Background: an optimization exercise with open tools, aiming at small area, a short achievable clock period and few clock cycles. Do not read the settings as production practice. RTL that was checked went through simulation tests only; none was proved equivalent to the original. Only the layout flow was run in runs 1 and 2; the RTL was not checked for function there. Power is estimated from default activity; no workload was simulated.

## design/flow/design.v

```verilog
module move_unmaker #(
  parameter int DEPTH = 64,
  parameter int PW    = $clog2(DEPTH) + 1
) (
  input  logic          clk_in,
  input  logic          rst_in,
  input  logic          push_valid_in,
  input  logic [14:0]   push_move_in,
  input  logic [430:0]  push_board_in,
  output logic          push_ready_out,
  input  logic          undo_valid_in,
  input  logic [430:0]  board_in,
  output logic          undo_ready_out,
  output logic [430:0]  board_out,
  output logic          valid_out,
  output logic [PW-1:0] depth_out,
  output logic          error_out
);
  localparam int AW = $clog2(DEPTH);
  localparam int NUM_BB = 5;
  localparam int RW = 36;
  localparam logic [2:0] SPECIAL_UNKNOWN    = 3'd0;
  localparam logic [2:0] SPECIAL_CASTLE     = 3'd2;
  localparam logic [2:0] SPECIAL_EN_PASSANT = 3'd3;
  localparam logic [2:0] CAP_K    = 3'd5;
  localparam logic [2:0] CAP_NONE = 3'd7;
  logic [PW-1:0] r_depth;
  logic [RW-1:0] r_mem [0:DEPTH-2];
  logic [RW-1:0] r_top;
  logic [430:0]  r_board_out;
  logic          r_valid, r_error;
  logic          w_full, w_empty, w_push_ready, w_undo_ready, w_push_acc, w_undo_acc, w_reject;
  logic [AW-1:0] w_wr_ptr, w_rd_ptr;
  assign w_full       = r_depth[AW];
  assign w_empty      = (r_depth == '0);
  assign w_push_ready = !rst_in && !w_full;
  assign w_undo_ready = !rst_in && !w_empty && !push_valid_in;
  assign w_push_acc   = push_valid_in && w_push_ready;
  assign w_undo_acc   = undo_valid_in && w_undo_ready;
  assign w_reject     = !rst_in && ((push_valid_in && w_full) ||
                        (undo_valid_in && w_empty && !push_valid_in));
  assign w_wr_ptr     = r_depth[AW-1:0] - AW'(1);
  assign w_rd_ptr     = r_depth[AW-1:0] - AW'(2);
  logic [63:0]   p_bb [0:NUM_BB-1];
  logic [5:0]    p_k0, p_k1, p_src, p_dst;
  logic [2:0]    p_special;
  logic [63:0]   p_occ;
  logic [2:0]    p_dx, p_cap_kind;
  logic          p_src_pawn, p_src_king, p_ep, p_castle_mv, p_promo;
  logic [4:0]    p_code;
  logic [RW-1:0] w_new_rec;
  always_comb begin
    for (int i = 0; i < NUM_BB; i++) p_bb[i] = push_board_in[111 + 64*i +: 64];
    p_k0      = push_board_in[104:99];
    p_k1      = push_board_in[110:105];
    p_src     = push_move_in[14:9];
    p_dst     = push_move_in[8:3];
    p_special = push_move_in[2:0];
    p_occ = 64'd0;
    for (int i = 0; i < NUM_BB; i++) p_occ = p_occ | p_bb[i];
    p_dx = (p_src[2:0] > p_dst[2:0]) ? (p_src[2:0] - p_dst[2:0]) : (p_dst[2:0] - p_src[2:0]);
    p_src_pawn = p_bb[0][p_src];
    p_src_king = (p_k0 == p_src) || (p_k1 == p_src);
    p_ep = (p_special == SPECIAL_EN_PASSANT) ||
           ((p_special == SPECIAL_UNKNOWN) && p_src_pawn &&
            (p_dst[2:0] != p_src[2:0]) && !p_occ[p_dst] &&
            (p_k0 != p_dst) && (p_k1 != p_dst));
    p_cap_kind = CAP_NONE;
    if ((p_k0 == p_dst) || (p_k1 == p_dst)) begin
      p_cap_kind = CAP_K;
    end else begin
      for (int i = NUM_BB - 1; i >= 0; i--)
        if (p_bb[i][p_dst]) p_cap_kind = 3'(i);
    end
    p_castle_mv = p_src_king && ((p_special == SPECIAL_CASTLE) ||
                  ((p_special == SPECIAL_UNKNOWN) && (p_dx > 3'd1)));
    p_promo = p_special[2];
    if (p_ep)         p_code = {2'b11, 1'b0, push_board_in[1], p_castle_mv};
    else if (p_promo) p_code = {2'b10, p_cap_kind};
    else              p_code = {1'b0, p_castle_mv, p_cap_kind};
    w_new_rec = {p_src, p_dst, p_code, push_board_in[34:31], push_board_in[30:24],
                 push_board_in[23:17], push_board_in[0]};
  end
  logic [5:0]   u_src, u_dst, u_cap_sq, u_rook_from, u_rook_to, u_kb;
  logic [4:0]   u_code;
  logic [2:0]   u_cap_kind;
  logic         u_castle_mv, u_promo, u_ep, u_b;
  logic [63:0]  u_bb [0:NUM_BB-1];
  logic [63:0]  u_pw, m_src, m_dst, m_cap, m_rf, m_rt;
  logic [5:0]   u_k0, u_k1;
  logic [430:0] w_rebuilt;
  always_comb begin
    u_src       = r_top[35:30];
    u_dst       = r_top[29:24];
    u_code      = r_top[23:19];
    u_ep        = &u_code[4:3];
    u_promo     = (u_code[4:3] == 2'b10);
    u_castle_mv = u_ep ? u_code[0] : (u_code[4:3] == 2'b01);
    u_cap_kind  = u_ep ? 3'd0 : u_code[2:0];
    u_cap_sq    = u_ep ? (u_code[1] ? (u_dst + 6'd8) : (u_dst - 6'd8)) : u_dst;
    u_b         = ~board_in[1];
    u_rook_from = {u_src[5:3], (u_dst < u_src) ? 3'd3 : 3'd5};
    u_rook_to   = {u_src[5:3], (u_dst < u_src) ? 3'd0 : 3'd7};
    m_src = 64'd1 << u_src;
    m_dst = 64'd1 << u_dst;
    m_cap = 64'd1 << u_cap_sq;
    m_rf  = 64'd1 << u_rook_from;
    m_rt  = 64'd1 << u_rook_to;
    for (int i = 0; i < NUM_BB; i++) u_bb[i] = board_in[111 + 64*i +: 64];
    u_k0 = board_in[104:99];
    u_k1 = board_in[110:105];
    u_pw = board_in[98:35];
    u_kb = u_b ? u_k1 : u_k0;
    if (u_kb == u_dst) begin
      if (u_b) u_k1 = u_src; else u_k0 = u_src;
    end else if (u_promo) begin
      for (int i = 0; i < NUM_BB; i++) u_bb[i] = u_bb[i] & ~m_dst;
      u_bb[0] = u_bb[0] | m_src;
    end else begin
      for (int i = 0; i < NUM_BB; i++)
        if (|(u_bb[i] & m_dst)) u_bb[i] = (u_bb[i] & ~m_dst) | m_src;
    end
    u_pw = u_pw & ~m_dst;
    u_pw = u_b ? (u_pw & ~m_src) : (u_pw | m_src);
    for (int i = 0; i < NUM_BB; i++)
      if (u_cap_kind == 3'(i)) u_bb[i] = u_bb[i] | m_cap;
    if (u_cap_kind == CAP_K) begin
      if (u_b) u_k0 = u_cap_sq; else u_k1 = u_cap_sq;
    end
    if (u_cap_kind != CAP_NONE) u_pw = u_b ? (u_pw | m_cap) : (u_pw & ~m_cap);
    if (u_castle_mv) begin
      u_bb[3] = (u_bb[3] & ~m_rf) | m_rt;
      u_pw    = u_pw & ~m_rf;
      u_pw    = u_b ? (u_pw & ~m_rt) : (u_pw | m_rt);
    end
    w_rebuilt = {u_bb[4], u_bb[3], u_bb[2], u_bb[1], u_bb[0], u_k1, u_k0, u_pw,
                 r_top[18:15], r_top[14:8], r_top[7:1], board_in[16:1] - 16'd1, r_top[0]};
  end
  always_ff @(posedge clk_in) begin
    if (rst_in) begin
      r_depth <= '0;
    end else if (w_push_acc) begin
      r_depth <= r_depth + PW'(1);
    end else if (w_undo_acc) begin
      r_depth <= r_depth - PW'(1);
    end
  end
  always_ff @(posedge clk_in) begin
    r_valid     <= w_undo_acc;
    r_error     <= w_reject;
    r_board_out <= w_rebuilt;
  end
  always_ff @(posedge clk_in) begin
    if (w_push_acc)      r_top <= w_new_rec;
    else if (w_undo_acc) r_top <= r_mem[w_rd_ptr];
    if (!w_empty && !w_full) r_mem[w_wr_ptr] <= r_top;
  end
  assign push_ready_out = w_push_ready;
  assign undo_ready_out = w_undo_ready;
  assign board_out      = r_board_out;
  assign valid_out      = r_valid;
  assign depth_out      = r_depth;
  assign error_out      = r_error;
endmodule
```

## design/flow/run.sh

```bash
#!/bin/bash
# synth_recipe.tcl (not shown) runs the flow's synth.tcl, then flattens the netlist and writes it again
# the make line also repeats each setting of config.mk as NAME=value (left out here)
make -C /OpenROAD-flow-scripts/flow DESIGN_CONFIG=/design/flow/config.mk WORK_HOME=/design/flow/orfs CLKGATE_MAP_FILE= SYNTH_SCRIPT=/design/flow/synth_recipe.tcl finish
```

## design/flow/config.mk

```make
export PLATFORM = sky130hd
export DESIGN_NAME = move_unmaker
export DESIGN_NICKNAME = move_unmaker
export VERILOG_FILES = /design/flow/design.v
export SDC_FILE = /design/flow/constraint.sdc
export NUM_CORES = 4
export LEC_CHECK = 0
export CAP_MARGIN = 20
export CORE_MARGIN = 2
export CORE_UTILIZATION = 60
export SETUP_SLACK_MARGIN = 3.0
export SLEW_MARGIN = 20
```

## design/flow/constraint.sdc

```tcl
create_clock -name core_clock -period 7.0 [get_ports {clk_in}]
set_input_delay 1.4000 -clock core_clock [delete_from_list [all_inputs] [get_ports {clk_in}]]
set_output_delay 1.4000 -clock core_clock [all_outputs]
set_load 0.01 [all_outputs]
```

==> results_dict.tcl, run 1 <==
set metrics [dict create \
    status "did not finish" \
    stop_stage "global routing (5_1_grt)" \
    tool.error "[ERROR GRT-0116] Global routing finished with congestion. Check the congestion regions in the DRC Viewer." \
    die_x_microns 441.1 \
    syn_area_sq_mm 0.1146 \
    cts.sinks 2744 \
    seq_area_frac_synth_pct 68.04 \
    dp_hpwl_microns 458400 \
    htreeDepth 5 \
    syn_nets 7688 \
    cts_made_buffers 285 \
    synth_area_per_cell_sq_um 16.90 \
    num_rows 160 \
    root_buffer "clkbuf_16" \
    grt_max_degree 102 \
    port_buffers 1224 \
    grt_pass1_vias 106700 \
    synth_seq_cells 2744 \
    grt_pass1_wl_microns 1067000 \
    synth_cell_types 80 \
    cts_buffer_depth 4 \
    overflow 1273 \
    ios 1323 \
    syn_inst 6784 \
    groute.usage.overall_pct 82.86 \
    fp.dieH_microns 441.1 \
    ys_async_sr_fraction_pct 0 \
    yosysWarnings 3 \
    synth-edff-count 2304 \
    ys.flop_type "edfxtp_1" \
    holdBufCountCts 0 \
    gp_congestion 1.289 \
    start_util_pct 60.33 \
]
-- what timing repair did --
item | in CTS
cloned | 23
endpoints found under the hold margin | 0
resized for setup | 157
endpoints found under the setup margin | 2725
buffers inserted | 126
pin swaps | 61
-- synth_stat cells, types with 9 or more instances --
| library cell | number | area, sq um |
|---|---|---|
| o31ai_1 | 10 | 75.07 |
| nor2_1 | 296 | 1111 |
| o22a_1 | 30 | 262.8 |
| nand3_1 | 439 | 2197 |
| mux2i_1 | 72 | 720.7 |
| or4_1 | 10 | 75.07 |
| nor2b_1 | 14 | 87.58 |
| nand2_1 | 424 | 1592 |
| ha_1 | 19 | 237.7 |
| nor4_1 | 61 | 381.6 |
| buf_4 | 27 | 202.7 |
| nand2b_1 | 10 | 62.56 |
| xor2_1 | 29 | 254.0 |
| a211oi_1 | 10 | 75.07 |
| dfxtp_1 | 440 | 8808 |
| a22oi_1 | 22 | 165.2 |
| xnor2_1 | 34 | 297.8 |
| buf_1 | 25 | 93.84 |
| nor4b_1 | 23 | 201.4 |
| clkbuf_2 | 12 | 60.06 |
| a21o_1 | 9 | 67.56 |
| edfxtp_1 | 2304 | 69190 |
| o221ai_1 | 289 | 2531 |
| mux4_2 | 812 | 18290 |
| o21ai_0 | 269 | 1346 |
| nor3_1 | 42 | 210.2 |
| clkbuf_1 | 256 | 960.9 |
| buf_2 | 170 | 850.8 |
| nand4_1 | 126 | 788.3 |
| buf_6 | 10 | 112.6 |
| o21ai_1 | 95 | 475.5 |
| a221oi_1 | 22 | 192.7 |
| or3_1 | 10 | 62.56 |
| o2111ai_1 | 12 | 105.1 |
| o22ai_1 | 13 | 81.33 |
| inv_1 | 27 | 101.4 |
| o211ai_1 | 44 | 330.3 |
| a21oi_1 | 96 | 480.5 |
| a31oi_1 | 40 | 250.2 |
-- how the worst max path moves through the flow --
stage / endpoint / start / slack (ns)
after floorplan: r_mem[32][0] / r_depth[1] / 2.80
after global placement: r_top[23] / push_move_in[9] / 1.15
after detailed placement: r_top[23] / push_move_in[6] / 1.47
after CTS: r_mem[32][29] / r_depth[2] / 2.87
-- layer usage --
metal / GRT overflow / track usage, %
met5: 28 / 47.12
met4: 374 / 79.68
met3: 187 / 73.11
met2: 527 / 94.99
met1: 157 / 83.20
-- cells by family after synthesis --
| family | synth area share (%) |
|---|---|
| AOI/OAI and AO/OA | 6.130 |
| xor gates and xnor gates | 0.4814 |
| adders and majority gates | 0.2773 |
| buffers and inverters | 2.088 |
| DFF | 68.04 |
| muxes | 16.61 |
| and+or+nand+nor | 6.367 |
-- power by group through the flow --
stage | clock network (mW) | registers [mW] | logic, mW
4_1_cts | 15.4 | 22.6 | 23.7
2_1_floorplan | 0 | 23.1 | 9.87
3_3_place_gp | 0 | 22.6 | 20.3
3_5_place_dp | 0 | 22.9 | 21.8
-- through the flow --
| stage | instance area (sq um) | hold slack, ns | worst slack [ns] | util [%] | std cells |
|---|---|---|---|---|---|
| floorplan | 114800 | 0.5290 | 2.798 | - | 6784 |
| global placement | 130700 | 0.6923 | 1.155 | 68.79 | 10290 |
| detailed placement | 130800 | 0.8056 | 1.472 | 68.84 | 10290 |
| CTS | 141800 | 0.7211 | 2.871 | 74.64 | 10930 |
==> run 2, diff against run 1 <==
--- a/design/flow/config.mk
+++ b/design/flow/config.mk
@@ -8,5 +8,6 @@
 export CAP_MARGIN = 20
 export CORE_MARGIN = 2
 export CORE_UTILIZATION = 60
-export SETUP_SLACK_MARGIN = 3.0
+export SETUP_SLACK_MARGIN = 3.6
 export SLEW_MARGIN = 20
+export TNS_END_PERCENT = 20
==> run 2 against run 1 <==
The run again fails in global routing (5_1_grt). Area after synthesis unchanged. Synthesized cell count did not move.
==> results_dict.tcl, run 2 <==
set metrics [dict create \
    die_x_microns 441.1 \
    place_inst 10270 \
    cts_made_buffers 286 \
    ys_top_cells_by_count "edfxtp_1, mux4_2, dfxtp_1" \
    htreeDepth 5 \
    syn_area_sq_mm 0.1146 \
    status "did not finish" \
    port_buffers 1224 \
    tool.error "[ERROR GRT-0116] Global routing finished with congestion. Check the congestion regions in the DRC Viewer." \
    stop_stage "global routing (5_1_grt)" \
    dp_hpwl_microns 425000 \
    synth-edff-count 2304 \
    num_rows 160 \
    syn_nets 7688 \
    gp_congestion 1.384 \
    overflow 667 \
    yosys.area.top_type_share_pct 60.36 \
    grt_max_degree 112 \
    synth_area_per_cell_sq_um 16.90 \
    ys.flop_type "edfxtp_1" \
    root_buffer "clkbuf_16" \
    grt_pass1_wl_microns 1002000 \
    start_util_pct 60.33 \
    yosys.area.top_type "edfxtp_1" \
    synth_cell_types 80 \
    ios 1323 \
    cts.sinks 2744 \
    yosysMostFrequentCell "edfxtp_1" \
    ys_top_cells_by_area "edfxtp_1, mux4_2, dfxtp_1, o221ai_1, nand3_1" \
    seq_area_frac_synth_pct 68.04 \
    yosysWarnings 3 \
    synth_seq_cells 2744 \
    fp.dieH_microns 441.1 \
    groute.usage.overall_pct 77.73 \
    syn_inst 6784 \
    grt_pass1_vias 103900 \
    ys_async_sr_fraction_pct 0 \
    cts_buffer_depth 4 \
]
[run 2: cell counts after synthesis]
Identical to the previous run, type by type.
[run 2: through the flow]
stage | setup slack, ns | instance area, sq um | hold WS (ns)
after floorplan | 3.331 | 115300 | 0.5810
after global placement | 1.636 | 130700 | 0.5235
after detailed placement | 1.568 | 131000 | 0.5765
after CTS | 3.103 | 142800 | 0.6549
[run 2: kinds of logic after synthesis]
logic type,after synthesis,synth area share (%)
buffers and inverters,530,2.088
and+or+nand+nor,1515,6.367
muxes,887,16.61
xor gates and xnor gates,63,0.4814
DFF,2744,68.04
adders and majority gates,23,0.2773
AOI/OAI and AO/OA,1022,6.130
[run 2: layer usage]
| layer | GRT overflow | global-route usage, % |
|---|---|---|
| met1 | 81 | 79.28 |
| met2 | 264 | 91.69 |
| met3 | 112 | 66.47 |
| met4 | 195 | 70.33 |
| met5 | 15 | 41.74 |
[run 2: what timing repair did]
action / 4_1_cts
hold endpoints to repair: 0
resized for setup: 258
setup endpoints to repair: 2836
cloned: 33
setup buffers: 118
pin swaps: 58
hold buffers: 0
[run 2: worst max-delay path by stage]
stage | startpoint | to | slack [ns]
after detailed placement | board_in[333] | r_board_out[332] | 1.57
after CTS | r_depth[2] | r_mem[62][20] | 3.10
after global placement | board_in[331] | r_board_out[332] | 1.64
after floorplan | push_move_in[5] | r_top[19] | 3.33
[run 2: power groups by stage]
stage	sequential [mW]	clock [mW]	combinational [mW]
floorplan	23.1	0	10.1
global placement	22.5	0	19.9
detailed placement	22.7	0	21.0
CTS	22.4	15.3	24.7
==> run 3, diff against run 2 <==
--- a/design/flow/design.v
+++ b/design/flow/design.v
@@ -151,9 +151,12 @@
     r_board_out <= w_rebuilt;
   end
   always_ff @(posedge clk_in) begin
-    if (w_push_acc)      r_top <= w_new_rec;
-    else if (w_undo_acc) r_top <= r_mem[w_rd_ptr];
-    if (!w_empty && !w_full) r_mem[w_wr_ptr] <= r_top;
+    if (w_push_acc) begin
+      r_top <= w_new_rec;
+      if (!w_empty) r_mem[w_wr_ptr] <= r_top;
+    end else if (w_undo_acc) begin
+      r_top <= r_mem[w_rd_ptr];
+    end
   end
   assign push_ready_out = w_push_ready;
   assign undo_ready_out = w_undo_ready;
--- a/design/flow/config.mk
+++ b/design/flow/config.mk
@@ -7,7 +7,5 @@
 export LEC_CHECK = 0
 export CAP_MARGIN = 20
 export CORE_MARGIN = 2
-export CORE_UTILIZATION = 60
-export SETUP_SLACK_MARGIN = 3.6
+export CORE_UTILIZATION = 40
 export SLEW_MARGIN = 20
-export TNS_END_PERCENT = 20
==> run 3 against run 2 <==
The run now finishes clean. Synthesized cell count rose by 0.44%. Area after synthesis barely moved.
==> results_dict.tcl, run 3 <==
set metrics [dict create \
    yosys.area.top_type_share_pct 60.36 \
    worst_pin_slew_ns 1.339 \
    final_antenna_net_count 0 \
    ys_top_cells_by_area "edfxtp_1, mux4_2, dfxtp_1, o221ai_1, nand3_1" \
    vias 80760 \
    drive_above_1_share_pct 20.40 \
    die_x_microns 539.3 \
    htreeDepth 5 \
    yosysWarnings 3 \
    start_util_pct 40.19 \
    finalHoldViolations 0 \
    overflow 0 \
    ys_top_cells_by_count "edfxtp_1, mux4_2, dfxtp_1" \
    finalSetupViolations 0 \
    dp_hpwl_microns 410800 \
    power_mw 58.85 \
    fin_area_sq_mm 0.1429 \
    drc 0 \
    cts_resized 0 \
    syn_inst 6814 \
    synth_area_per_cell_sq_um 16.82 \
    grt_pass1_wl_microns 732300 \
    cp.arrival_ns 6.59 \
    ys.flop_type "edfxtp_1" \
    holdBufCountCts 0 \
    synth_fa_ha_area_share_pct 0.2773 \
    final_common_cell "edfxtp_1" \
    vdd_drop_max_v 0.0009104 \
    syn_nets 7718 \
    gp_congestion 1.130 \
    hp-class "reg2reg" \
    layout_common_cells "edfxtp_1, clkdlybuf4s50_1, mux4_2, dfxtp_1, nand3_1" \
    die_area_sq_mm 0.2909 \
    synthSimpleGateAreaFrac_pct 6.369 \
    seq_area_frac_synth_pct 68.04 \
    coreArea_sq_mm 0.2852 \
    synth-edff-count 2304 \
    power.density_mw_per_mm2 411.7 \
    grt_pass1_vias 75690 \
    wl_per_cell_microns 45.93 \
    cts_tree "done" \
    synth_cell_types 79 \
    num_rows 196 \
    ys_async_sr_fraction_pct 0 \
    maxCapViolCount 0 \
    cts.sinks 2744 \
    cts_setup_buffers 0 \
    max_freq_mhz 170.6 \
    largest_reg_flops 2268 \
    insertion_delay_ns 0.94 \
    nNetsFinal 9058 \
    crit_type "reg2reg" \
    critPathMaxFanout 49 \
    tns_ns 0 \
    slew_violations 0 \
    synth_top_family_by_area "multiplexers" \
    yosysMostFrequentCell "edfxtp_1" \
    slew_headroom_pct 10.40 \
    port_buffers 1224 \
    syn_area_sq_mm 0.1146 \
    cts_made_buffers 298 \
    drt_iter0_drc 12770 \
    p_leak_nw 44.87 \
    groute.usage.overall_pct 37.86 \
    fp.dieH_microns 539.3 \
    synthXorXnorAreaFrac_pct 0.4814 \
    vias_per_cell 6.580 \
    crit_path_start_kind "flop" \
    root_buffer "clkbuf_16" \
    synthMuxAreaShare_pct 16.56 \
    reg.largest.list "r_mem (2268), r_board_out (431), r_top (36)" \
    cts_buffer_depth 4 \
    drt-total-wl_microns 563700 \
    antenna_found_initial 190 \
    fin_crit_ns 5.861 \
    grt_max_degree 142 \
    fill_cells 23720 \
    postPlaceCellArea_sq_mm 0.1329 \
    rsz0062_at_grt "false" \
    ios 1323 \
    fin_crit_sh_pct 83.73 \
    status "no timing/DRC/antenna violations" \
    yosys.area.top_type "edfxtp_1" \
    synthToLayoutAreaGrowth_pct 24.71 \
    worstPathRequired_ns 7.73 \
    synth_seq_cells 2744 \
    synth_compound_area_share_pct 6.223 \
    skew_ns 0.08748 \
    top_register "r_mem" \
    first_pass_iters 7 \
    critPathCaptureType "flop" \
    clk_pin_slew_ns 0.06 \
]
run 3: power by group:
part	switching (mW)	internal [mW]
logic	15.4	6.36
registers	0.946	20.6
clock network	6.63	9.00
total	22.9	35.9
run 3: kinds of logic after synthesis:
logic type	after synthesis
compound gates	1036
xor+xnor	63
simple gates	1514
flops	2744
mux	894
buf+inv	540
fa+ha+maj	23
run 3: final timing paths:
kind,from,end,slack [ns],depth (start not counted)
setup / recovery,r_top[25],r_board_out[332],1.14,11
hold / removal,r_top[0],r_board_out[0],0.38,0
setup reg to reg,r_top[25],r_board_out[332],1.14,11
hold reg to reg,r_top[0],r_board_out[0],0.38,0
run 3: per-layer routing:
| metal | global-route usage [%] | vias up | part of all wire (%) |
|---|---|---|---|
| li1 | - | 31010 | - |
| met1 | 50.65 | 42430 | 40 |
| met2 | 55.28 | 6002 | 44 |
| met3 | 12.75 | 1284 | 11 |
| met4 | 18.50 | 42 | 5.8 |
| met5 | 0 | - | 0.055 |
run 3: through the flow:
stage                     utilization, %  hold slack [ns]  worst slack (ns)  cells
after global placement             46.59           0.3555             1.382  11600
after floorplan                        -           0.4974             2.140   6814
after CTS                          49.96           0.3741             1.469  12140
after global routing               50.06           0.4019             1.380  12200
after detailed placement           46.60           0.3571             1.331  11610
final                              50.12           0.3775             1.139  12270
run 3: final cells by class:
| cell class | count | area (sq um) | area share [%] |
|---|---|---|---|
| clock inverter | 150 | 1515 | 1.060 |
| tap | 3762 | 4707 | 3.293 |
| timing repair buffer | 1545 | 15080 | 10.55 |
| antenna | 123 | 307.8 | 0.2153 |
| multi-input combinational | 3530 | 35130 | 24.58 |
| clock buffer | 384 | 8065 | 5.642 |
| inverter | 35 | 131.4 | 0.09191 |
| sequential | 2744 | 78000 | 54.57 |
run 3: critical path, cell delays in order, from the launching register on:
cell	delay, ns
edfxtp_1	1.11
buf_4	0.59
nor4b_4	0.09
buf_4	0.31
nand3_1	0.24
nand4_1	0.23
nor4_1	0.59
and4_2	0.39
a21o_2	0.78
buf_4	0.30
o21ai_0	0.08
a21boi_0	0.93
Testbench counts of run 3, summed over its fixed seeds: cycles 24,001.
==> run 4, diff against run 3 <==
--- a/design/flow/design.v
+++ b/design/flow/design.v
@@ -30,17 +30,16 @@
   logic [430:0]  r_board_out;
   logic          r_valid, r_error;
   logic          w_full, w_empty, w_push_ready, w_undo_ready, w_push_acc, w_undo_acc, w_reject;
-  logic [AW-1:0] w_wr_ptr, w_rd_ptr;
-  assign w_full       = r_depth[AW];
-  assign w_empty      = (r_depth == '0);
+  logic [AW-1:0] r_wr_ptr, r_rd_ptr;
+  logic          r_full, r_empty;
+  assign w_full       = r_full;
+  assign w_empty      = r_empty;
   assign w_push_ready = !rst_in && !w_full;
   assign w_undo_ready = !rst_in && !w_empty && !push_valid_in;
   assign w_push_acc   = push_valid_in && w_push_ready;
   assign w_undo_acc   = undo_valid_in && w_undo_ready;
   assign w_reject     = !rst_in && ((push_valid_in && w_full) ||
                         (undo_valid_in && w_empty && !push_valid_in));
-  assign w_wr_ptr     = r_depth[AW-1:0] - AW'(1);
-  assign w_rd_ptr     = r_depth[AW-1:0] - AW'(2);
   logic [63:0]   p_bb [0:NUM_BB-1];
   logic [5:0]    p_k0, p_k1, p_src, p_dst;
   logic [2:0]    p_special;
@@ -84,7 +83,9 @@
   logic [5:0]   u_src, u_dst, u_cap_sq, u_rook_from, u_rook_to, u_kb;
   logic [4:0]   u_code;
   logic [2:0]   u_cap_kind;
-  logic         u_castle_mv, u_promo, u_ep, u_b;
+  logic         u_castle_mv, u_promo, u_ep, u_b, u_nk;
+  logic [NUM_BB-1:0] u_has;
+  logic [63:0]  m_clr;
   logic [63:0]  u_bb [0:NUM_BB-1];
   logic [63:0]  u_pw, m_src, m_dst, m_cap, m_rf, m_rt;
   logic [5:0]   u_k0, u_k1;
@@ -104,45 +105,54 @@
     m_src = 64'd1 << u_src;
     m_dst = 64'd1 << u_dst;
     m_cap = 64'd1 << u_cap_sq;
-    m_rf  = 64'd1 << u_rook_from;
-    m_rt  = 64'd1 << u_rook_to;
-    for (int i = 0; i < NUM_BB; i++) u_bb[i] = board_in[111 + 64*i +: 64];
+    m_rf  = u_castle_mv ? (64'd1 << u_rook_from) : 64'd0;
+    m_rt  = u_castle_mv ? (64'd1 << u_rook_to) : 64'd0;
     u_k0 = board_in[104:99];
     u_k1 = board_in[110:105];
     u_pw = board_in[98:35];
     u_kb = u_b ? u_k1 : u_k0;
-    if (u_kb == u_dst) begin
+    u_nk = (u_kb != u_dst);
+    m_clr = u_nk ? m_dst : 64'd0;
+    for (int i = 0; i < NUM_BB; i++) begin
+      u_bb[i]  = board_in[111 + 64*i +: 64];
+      u_has[i] = u_promo ? (i == 0) : |(u_bb[i] & m_dst);
+      u_bb[i]  = (u_bb[i] & ~m_clr) | (u_nk && u_has[i] ? m_src : 64'd0) |
+                 ((u_cap_kind == 3'(i)) ? m_cap : 64'd0);
+    end
+    u_bb[3] = (u_bb[3] & ~m_rf) | m_rt;
+    if (!u_nk) begin
       if (u_b) u_k1 = u_src; else u_k0 = u_src;
-    end else if (u_promo) begin
-      for (int i = 0; i < NUM_BB; i++) u_bb[i] = u_bb[i] & ~m_dst;
-      u_bb[0] = u_bb[0] | m_src;
-    end else begin
-      for (int i = 0; i < NUM_BB; i++)
-        if (|(u_bb[i] & m_dst)) u_bb[i] = (u_bb[i] & ~m_dst) | m_src;
+    end
+    if (u_cap_kind == CAP_K) begin
+      if (u_b) u_k0 = u_cap_sq; else u_k1 = u_cap_sq;
     end
     u_pw = u_pw & ~m_dst;
     u_pw = u_b ? (u_pw & ~m_src) : (u_pw | m_src);
-    for (int i = 0; i < NUM_BB; i++)
-      if (u_cap_kind == 3'(i)) u_bb[i] = u_bb[i] | m_cap;
-    if (u_cap_kind == CAP_K) begin
-      if (u_b) u_k0 = u_cap_sq; else u_k1 = u_cap_sq;
-    end
     if (u_cap_kind != CAP_NONE) u_pw = u_b ? (u_pw | m_cap) : (u_pw & ~m_cap);
-    if (u_castle_mv) begin
-      u_bb[3] = (u_bb[3] & ~m_rf) | m_rt;
-      u_pw    = u_pw & ~m_rf;
-      u_pw    = u_b ? (u_pw & ~m_rt) : (u_pw | m_rt);
-    end
+    u_pw = u_pw & ~m_rf;
+    u_pw = u_b ? (u_pw & ~m_rt) : (u_pw | m_rt);
     w_rebuilt = {u_bb[4], u_bb[3], u_bb[2], u_bb[1], u_bb[0], u_k1, u_k0, u_pw,
                  r_top[18:15], r_top[14:8], r_top[7:1], board_in[16:1] - 16'd1, r_top[0]};
   end
   always_ff @(posedge clk_in) begin
     if (rst_in) begin
-      r_depth <= '0;
+      r_depth  <= '0;
+      r_wr_ptr <= '1;
+      r_rd_ptr <= AW'(DEPTH - 2);
+      r_full   <= 1'b0;
+      r_empty  <= 1'b1;
     end else if (w_push_acc) begin
-      r_depth <= r_depth + PW'(1);
+      r_depth  <= r_depth + PW'(1);
+      r_wr_ptr <= r_wr_ptr + AW'(1);
+      r_rd_ptr <= r_rd_ptr + AW'(1);
+      r_full   <= (r_depth == PW'(DEPTH - 1));
+      r_empty  <= 1'b0;
     end else if (w_undo_acc) begin
-      r_depth <= r_depth - PW'(1);
+      r_depth  <= r_depth - PW'(1);
+      r_wr_ptr <= r_wr_ptr - AW'(1);
+      r_rd_ptr <= r_rd_ptr - AW'(1);
+      r_full   <= 1'b0;
+      r_empty  <= (r_depth == PW'(1));
     end
   end
   always_ff @(posedge clk_in) begin
@@ -150,13 +160,17 @@
     r_error     <= w_reject;
     r_board_out <= w_rebuilt;
   end
+  logic [RW-1:0] w_rd_data;
+  always_comb begin
+    w_rd_data = '0;
+    for (int k = 0; k < DEPTH-1; k++)
+      if (r_rd_ptr == AW'(k)) w_rd_data = w_rd_data | r_mem[k];
+  end
   always_ff @(posedge clk_in) begin
-    if (w_push_acc) begin
-      r_top <= w_new_rec;
-      if (!w_empty) r_mem[w_wr_ptr] <= r_top;
-    end else if (w_undo_acc) begin
-      r_top <= r_mem[w_rd_ptr];
-    end
+    if (w_push_acc)      r_top <= w_new_rec;
+    else if (w_undo_acc) r_top <= w_rd_data;
+    for (int k = 0; k < DEPTH-1; k++)
+      if (r_wr_ptr == AW'(k)) r_mem[k] <= r_top;
   end
   assign push_ready_out = w_push_ready;
   assign undo_ready_out = w_undo_ready;
--- a/design/flow/config.mk
+++ b/design/flow/config.mk
@@ -8,4 +8,5 @@
 export CAP_MARGIN = 20
 export CORE_MARGIN = 2
 export CORE_UTILIZATION = 40
+export SETUP_SLACK_MARGIN = 3.8
 export SLEW_MARGIN = 20
==> run 4 against run 3 <==
Synthesized cell count rose by 10%. Combinational power fell by 65%. First-iteration DRC count rose by 52%. Still clean on timing, DRC and antenna.
==> results_dict.tcl, run 4 <==
set metrics [dict create \
    syn_inst 7528 \
    antenna_found_initial 207 \
    finalSetupViolations 0 \
    vias_per_cell 7.235 \
    crit_type "reg2reg" \
    cp.arrival_ns 4.32 \
    root_buffer "clkbuf_16" \
    coreArea_sq_mm 0.2712 \
    crit_path_start_kind "flop" \
    slew_headroom_pct 12.68 \
    port_buffers 1224 \
    ys_top_cells_by_count "edfxtp_1, a22oi_1, nand2_1" \
    maxCapViolCount 0 \
    skew_ns 0.07132 \
    rr_worst_depth 15 \
    power_mw 42.34 \
    status "no timing/DRC/antenna violations" \
    critPathCaptureType "flop" \
    hold_ws_ns 0.3721 \
    fill_cells 21930 \
    vdd_drop_max_v 0.0002410 \
    first_pass_iters 13 \
    fp.dieH_microns 526.6 \
    wl_per_cell_microns 54.94 \
    vias 96580 \
    yosysWarnings 4 \
    top_usage_layer "met2" \
    yosysMostFrequentCell "edfxtp_1" \
    largest_reg_flops 2268 \
    cts_tree "done" \
    critPathMaxFanout 8 \
    final_cells 13350 \
    power.density_mw_per_mm2 282.6 \
    slew_violations 0 \
    tns_ns 0 \
    ys.flop_type "edfxtp_1" \
    p_leak_nw 50.97 \
    rsz0062_at_grt "true" \
    synth_seq_cells 2758 \
    ys_async_sr_fraction_pct 0 \
    grt_util_met2_pct 71.89 \
    synth_area_per_cell_sq_um 14.51 \
    drt-total-wl_microns 733400 \
    syn_area_sq_mm 0.1093 \
    ios 1323 \
    cts_made_buffers 296 \
    final_common_cell "edfxtp_1" \
    met3_usage_pct 21.21 \
    num_rows 191 \
    seq_area_frac_synth_pct 71.64 \
    reg.largest.list "r_mem (2268), r_board_out (431), r_top (36)" \
    overflow 0 \
    worst_pin_slew_ns 1.310 \
    place_inst 12200 \
    synth-edff-count 2304 \
    dp_hpwl_microns 478300 \
    setup_ws_ns 3.396 \
    cts_buffer_depth 4 \
    drc 0 \
    layout_common_cells "edfxtp_1, a22oi_1, nand2_1, clkdlybuf4s50_1, buf_4" \
    use_met1_pct 61.72 \
    cts.sinks 2758 \
    groute.usage.overall_pct 50.70 \
    worstPathRequired_ns 7.72 \
    nNetsFinal 10290 \
    whs_path_depth 0 \
    grt_pass1_wl_microns 908300 \
    finalHoldViolations 0 \
    die_area_sq_mm 0.2773 \
    pre_cts_ws_ns 1.743 \
    synth_cell_types 89 \
    clk_pin_slew_ns 0.06 \
    grt_max_degree 78 \
    regToRegStartpoint "r_top[28]" \
    yosys.area.top_type_share_pct 63.32 \
    die_x_microns 526.6 \
    ys_top_cells_by_area "edfxtp_1, dfxtp_1, a22oi_1, nand2_1, o221ai_1" \
    syn_nets 8435 \
    gp_congestion 1.187 \
    cp-startpoint "r_top[28]" \
    htreeDepth 5 \
    fin_crit_ns 3.604 \
    max_freq_mhz 277.5 \
    min-delay-start "r_top[13]" \
    yosys.area.top_type "edfxtp_1" \
    synthToLayoutAreaGrowth_pct 37.15 \
    hp-class "reg2reg" \
    grt_pass1_vias 85070 \
    insertion_delay_ns 0.94 \
    drive_above_1_share_pct 24.21 \
    final_antenna_net_count 0 \
    top_register "r_mem" \
    start_util_pct 40.28 \
    fin_crit_sh_pct 51.48 \
    drt_iter0_drc 19440 \
]
[run 4: area by class of cell]
cell class,instances,area (sq um),share of cell area [%]
diodes,153,382.9,0.2555
clock buffers,400,8170,5.452
clock inverters,140,1592,1.062
inverters,43,188.9,0.1261
multi-input cells,4268,35490,23.69
flip-flops and latches,2758,78430,52.34
well taps,3570,4467,2.981
repair buffers,2017,21120,14.10
[run 4: final timing paths]
check	to	slack, ns
setup / recovery	r_board_out[401]	3.40
hold / removal	r_board_out[29]	0.37
setup reg to reg	r_board_out[401]	3.40
hold reg to reg	r_board_out[29]	0.37
[run 4: worst max-delay path: stages, from the launching register on]
cell and delay (ns):
edfxtp_1 0.42, buf_6 0.17, buf_12 0.15, and3b_4 0.48, buf_4 0.17, buf_4 0.22
buf_12 0.16, nand2_1 0.06, o21ai_0 0.12, a21oi_1 0.14, nand4_1 0.23, o21ai_4 0.12
buf_6 0.14, buf_4 0.14, buf_12 0.16, o221ai_4 0.52
[run 4: kinds of logic after synthesis]
family / after synthesis / share of synthesized area (%)
DFF: 2758 / 71.64
AOI/OAI and AO/OA: 2052 / 14.73
and+or+nand+nor: 1989 / 8.432
buffers and inverters: 509 / 2.062
muxes: 129 / 2.289
xor gates and xnor gates: 65 / 0.5211
adders and majority gates: 26 / 0.3184
[run 4: what timing repair did]
item	in CTS	in global routing
pin swaps	120	110
buffers inserted	254	140
hold endpoints to repair	0	0
hold buffers	0	0
resized for setup	1206	498
gates cloned	41	18
endpoints found under the setup margin	1029	534
[run 4: through the flow]
step	area, sq um	utilization (%)
2_1_floorplan	111300	-
3_3_place_gp	129400	47.72
3_5_place_dp	129700	47.81
4_1_cts	145100	53.51
5_1_grt	149600	55.16
6_report	149800	55.25
[run 4: metal layers]
layer | wire length [microns] | vias up
met5 | 993 | -
met2 | 303400 | 10470
li1 | - | 34680
met4 | 67110 | 70
met3 | 112200 | 2803
met1 | 249700 | 48550
[run 4: where the power goes]
group | switching (mW) | internal (mW) | total [mW]
logic | 4.94 | 2.63 | 7.57
registers | 0.294 | 18.5 | 18.7
clock network | 6.81 | 9.22 | 16.0
total | 12.0 | 30.3 | 42.3
Testbench counts of run 4, summed over its fixed seeds: cycles 24,001.

==> static timing again, ports no longer ideal <==
How much do the figures lean on ideal ports? The routed layouts below were timed once more, with nothing changed but the port constraints.
Step 1 (the two cells are an assumption about what drives the block):
set clk [get_ports {clk_in}]
set_driving_cell -lib_cell sky130_fd_sc_hd__clkbuf_16 $clk
set_driving_cell -lib_cell sky130_fd_sc_hd__buf_2 [delete_from_list [all_inputs] $clk]
Step 2 moves the port delays by t, midway between the first and last clock arrival at a register: inputs arrive t later, outputs are due t later. That takes back most of the time a late clock gives input paths.
Slacks: ideal ports / drivers / drivers and shift; pairs: ideal ports / drivers.
| run | shift t [ns] | setup slack, ns | worst setup path after step 2 | slew at the worst register clock pin (ns) |
|---|---|---|---|---|
| run 3 | 0.999 | 1.139 / 1.139 / 1.071 | input to register | 0.07 / 0.07 |
| run 4 | 1.005 | 3.396 / 3.396 / 2.411 | input to register | 0.07 / 0.07 |
After both steps every run listed still meets setup and hold. The setup slack of run 4, which loses most, moves by 0.000 ns with the drivers and by -0.985 ns with both steps.
